What follows belongs to an exercise in optimizing a design on an open flow for small area, a short achievable clock period and few clock cycles per item; a production flow would make more cautious choices. RTL that was checked went through simulation tests only; none was proved equivalent to the original.

## circular_alpha_mask_premultiply_unit
module circular_alpha_mask_premultiply_unit (
  input  logic        clk,
  input  logic        rst_n,
  input  logic        cfg_we,
  input  logic [11:0] cfg_wdata,
  input  logic        in_valid,
  output logic        in_stall,
  input  logic [11:0] in_pos_x,
  input  logic [11:0] in_pos_y,
  input  logic [7:0]  in_blue_in,
  input  logic [7:0]  in_green_in,
  input  logic [7:0]  in_red_in,
  input  logic [7:0]  in_alpha_in,
  output logic        out_valid,
  input  logic        out_stall,
  output logic [7:0]  out_blue_out,
  output logic [7:0]  out_green_out,
  output logic [7:0]  out_red_out,
  output logic [7:0]  out_alpha_out,
  output logic [1:0]  out_region
);
Size: ~5,300 cells after synthesis, about 870 flip-flops, about 110 I/O pins, about 59,000 um^2 of cells after synthesis.
Settings: LEC_CHECK=0, CAP_MARGIN=20, CORE_MARGIN=2, CORE_UTILIZATION=60, CTS_CLUSTER_DIAMETER=100, CTS_CLUSTER_SIZE=24, SETUP_SLACK_MARGIN=3.75, SLEW_MARGIN=20; clock period 7.5 ns.
run.sh (not shown) runs the stock make flow with config.mk's settings and CLKGATE_MAP_FILE= SYNTH_SCRIPT=/design/flow/synth_recipe.tcl, a recipe that flattens the netlist after the stock synthesis.
Testbench counts at the start, summed over its fixed seeds: cycles 12,400, items 12,288.
Next try:
--- a/flow/config.mk
+++ b/flow/config.mk
@@ -11,4 +11,6 @@
 export CTS_CLUSTER_DIAMETER = 100
 export CTS_CLUSTER_SIZE = 24
-export SETUP_SLACK_MARGIN = 3.75
+export GPL_ROUTABILITY_DRIVEN = 0
+export PLACE_DENSITY = 0.7
+export SETUP_SLACK_MARGIN = 3.8
 export SLEW_MARGIN = 20
Outcome:
- The changed run ran to the end with no violations
- clock-buffer cell count shrinks by 4
- worst setup slack degrades by 0.041 ns
- non-clock buffer count grows by 52
- wire length grows by 2.8%
- sequential share of layout area shrinks by 0.55 points
- utilization grows by 1.0 points
- global-route usage barely changes
- cell area grows by 1.5%
- die area does not change
Next try:
--- a/flow/config.mk
+++ b/flow/config.mk
@@ -11,6 +11,4 @@
 export CTS_CLUSTER_DIAMETER = 100
 export CTS_CLUSTER_SIZE = 24
-export GPL_ROUTABILITY_DRIVEN = 0
-export PLACE_DENSITY = 0.7
 export SETUP_SLACK_MARGIN = 3.8
 export SLEW_MARGIN = 20
Result: Die area does not change. Register-to-register slack improves by 0.02 ns. Global-route usage is about the same. Wire length came out lower by 1.2%. Worst hold slack is better by 0.010 ns. Count of clock-buffer cells in the layout grows by 4. Worst setup slack improved by 0.022 ns.
Next try:
--- a/flow/config.mk
+++ b/flow/config.mk
@@ -11,4 +11,4 @@
 export CTS_CLUSTER_DIAMETER = 100
 export CTS_CLUSTER_SIZE = 24
-export SETUP_SLACK_MARGIN = 3.8
+export SETUP_SLACK_MARGIN = 3.6
 export SLEW_MARGIN = 20
Result: Fmax hardly moves; wire length fell by 3.7%; synthesized area stays the same; sequential cell count does not change; synthesized cell count stays the same; first-iteration DRC count fell by 1.4%; non-clock buffer count fell by 113; die area does not change; via count fell by 1.8%.

* * *

circular_alpha_mask_premultiply_unit, a different RTL version from the one above (not shown whole).
Size in the first run: roughly 5200 cells after synthesis, ~110 I/O pins, roughly 58000 sq um of cells after synthesis.
make LEC_CHECK=0 CAP_MARGIN=20 CORE_MARGIN=2 CORE_UTILIZATION=60 SETUP_SLACK_MARGIN=3.8 SLEW_MARGIN=20 finish   # period 7.5 ns
Testbench counts at the start, summed over its fixed seeds: cycles 12,400, items 12,288.
Edit:
--- a/flow/config.mk
+++ b/flow/config.mk
@@ -10 +10,4 @@
-export CORE_UTILIZATION = 60
+export CORE_UTILIZATION = 70
+export CTS_CLUSTER_DIAMETER = 100
+export CTS_CLUSTER_SIZE = 24
+export PLACE_DENSITY = 0.75
After rerunning:
- synthesized area does not change
- first-iteration DRC count climbs by 42%
- worst setup slack loses 0.18 ns
- routed wire length fell by 0.75%

* * *

the baseline:
circular_alpha_mask_premultiply_unit, a different RTL version from the one above (not shown whole).
Size: ~5,400 cells after synthesis, about 840 flip-flops, roughly 110 I/O pins, ~0.060 mm2 of cells after synthesis.
Settings: LEC_CHECK=0, CAP_MARGIN=20, CORE_MARGIN=2, CORE_UTILIZATION=40, SETUP_SLACK_MARGIN=3.0, SLEW_MARGIN=20; clock period 7.5 ns.
The baseline completed; timing, DRC and antenna clean
The following lists how the candidate was set up differently from the baseline:
Settings: changing SETUP_SLACK_MARGIN from 3.0 to 3.5.
Findings:
The candidate finished every stage and its layout cleared the timing, design-rule and antenna checks. The candidate has more setup slack than the baseline. The candidate gives more worst-skew pair later-pin latency than the baseline did. A launching instance or port of the critical path of m9[6]$_DFFE_PN_ is what the candidate shows, while m9[4]$_DFFE_PN_ belongs to the baseline. Row average vias per placed instance: the candidate higher / the baseline lower. Going from the baseline to the candidate, hold slack has decreased, buffers inserted during post-CTS setup optimization has increased, relative area change from synthesis to final layout has increased. Between the baseline and the candidate, the number of logic inverters in the finished layout figures differ only marginally.
Function was not checked in any run of this note: the RTL went through the layout flow alone.

* * *

Another version of the RTL of circular_alpha_mask_premultiply_unit (not shown whole).
For scale: about 5300 cells after synthesis, roughly 840 flip-flops, about 110 I/O pins.
==> flow/design.v (excerpt) <==
module circular_alpha_mask_premultiply_unit (
  input  logic        clk,
  input  logic        rst_n,
  input  logic        cfg_we,
  input  logic [11:0] cfg_wdata,
  input  logic        in_valid,
  output logic        in_stall,
  input  logic [11:0] in_pos_x,
  input  logic [11:0] in_pos_y,
  input  logic [7:0]  in_blue_in,
  input  logic [7:0]  in_green_in,
  input  logic [7:0]  in_red_in,
  input  logic [7:0]  in_alpha_in,
  output logic        out_valid,
  input  logic        out_stall,
  output logic [7:0]  out_blue_out,
  output logic [7:0]  out_green_out,
  output logic [7:0]  out_red_out,
  output logic [7:0]  out_alpha_out,
  output logic [1:0]  out_region
);
Settings: LEC_CHECK=0, CAP_MARGIN=20, CORE_MARGIN=2, CORE_UTILIZATION=60, CTS_CLUSTER_DIAMETER=100, CTS_CLUSTER_SIZE=24, SETUP_SLACK_MARGIN=3.7, SLEW_MARGIN=20; clock period 7.5 ns.
Edit:
SETUP_SLACK_MARGIN = 3.8   (was 3.7)
What happened: Setup slack is worse by 0.050 ns; global-route usage came out higher by 0.14 points; via count came out higher by 0.87%; utilization came out higher by 0.91 points; flip-flop and latch count does not change; cell area came out higher by 1.3%; clock-buffer cell count came out higher by 12; synthesized area does not change.
No run of this note included a check of the RTL's function; only the layout flow was run.

what the ideal ports hide:
No port has a modelled driver above. Below, the same layouts with a new extraction and two added sets of constraints.
Step 1 assumes that a clkbuf_16 drives the clock port and a buf_2 every other input.
Step 2, shift: input delay + t, output delay - t, t = (earliest + latest rising clock arrival at the registers) / 2. This alone moves slack from input paths to output paths.
Slacks: no drivers / after step 1 / after step 2; pairs: no drivers / after step 1.
run | shift t [ns] | setup slack, ns | worst setup path after step 2 | clock arrival spread, ns | worst register clock-pin slew, ns
the first run of note 1 | 0.720 | 3.695 / 3.695 / 3.392 | input to register | 0.030 / 0.030 | 0.10 / 0.10
the second run of note 1 | 0.738 | 3.654 / 3.654 / 3.251 | input to register | 0.036 / 0.037 | 0.10 / 0.10
the third run of note 1 | 0.721 | 3.676 / 3.676 / 3.389 | input to register | 0.029 / 0.030 | 0.10 / 0.10
the fourth run of note 1 | 0.721 | 3.679 / 3.679 / 3.395 | input to register | 0.028 / 0.028 | 0.10 / 0.10
the first run of note 2 | 0.739 | 3.748 / 3.748 / 3.395 | input to register | 0.036 / 0.036 | 0.07 / 0.07
the second run of note 2 | 0.704 | 3.568 / 3.568 / 3.326 | input to register | 0.028 / 0.029 | 0.11 / 0.11
the baseline | 0.760 | 3.061 / 3.061 / 2.706 | input to register | 0.085 / 0.085 | 0.07 / 0.07
the candidate | 0.773 | 3.215 / 3.215 / 2.889 | input to register | 0.091 / 0.091 | 0.06 / 0.06
the first run of note 4 | 0.713 | 3.686 / 3.686 / 3.159 | input to register | 0.026 / 0.026 | 0.11 / 0.11
the second run of note 4 | 0.696 | 3.636 / 3.636 / 3.253 | input to register | 0.038 / 0.037 | 0.11 / 0.11
After both steps every run listed still meets setup and hold. For the first run of note 4, which loses most, drivers alone change the setup slack by 0.000 ns; drivers and shift together by -0.527 ns.
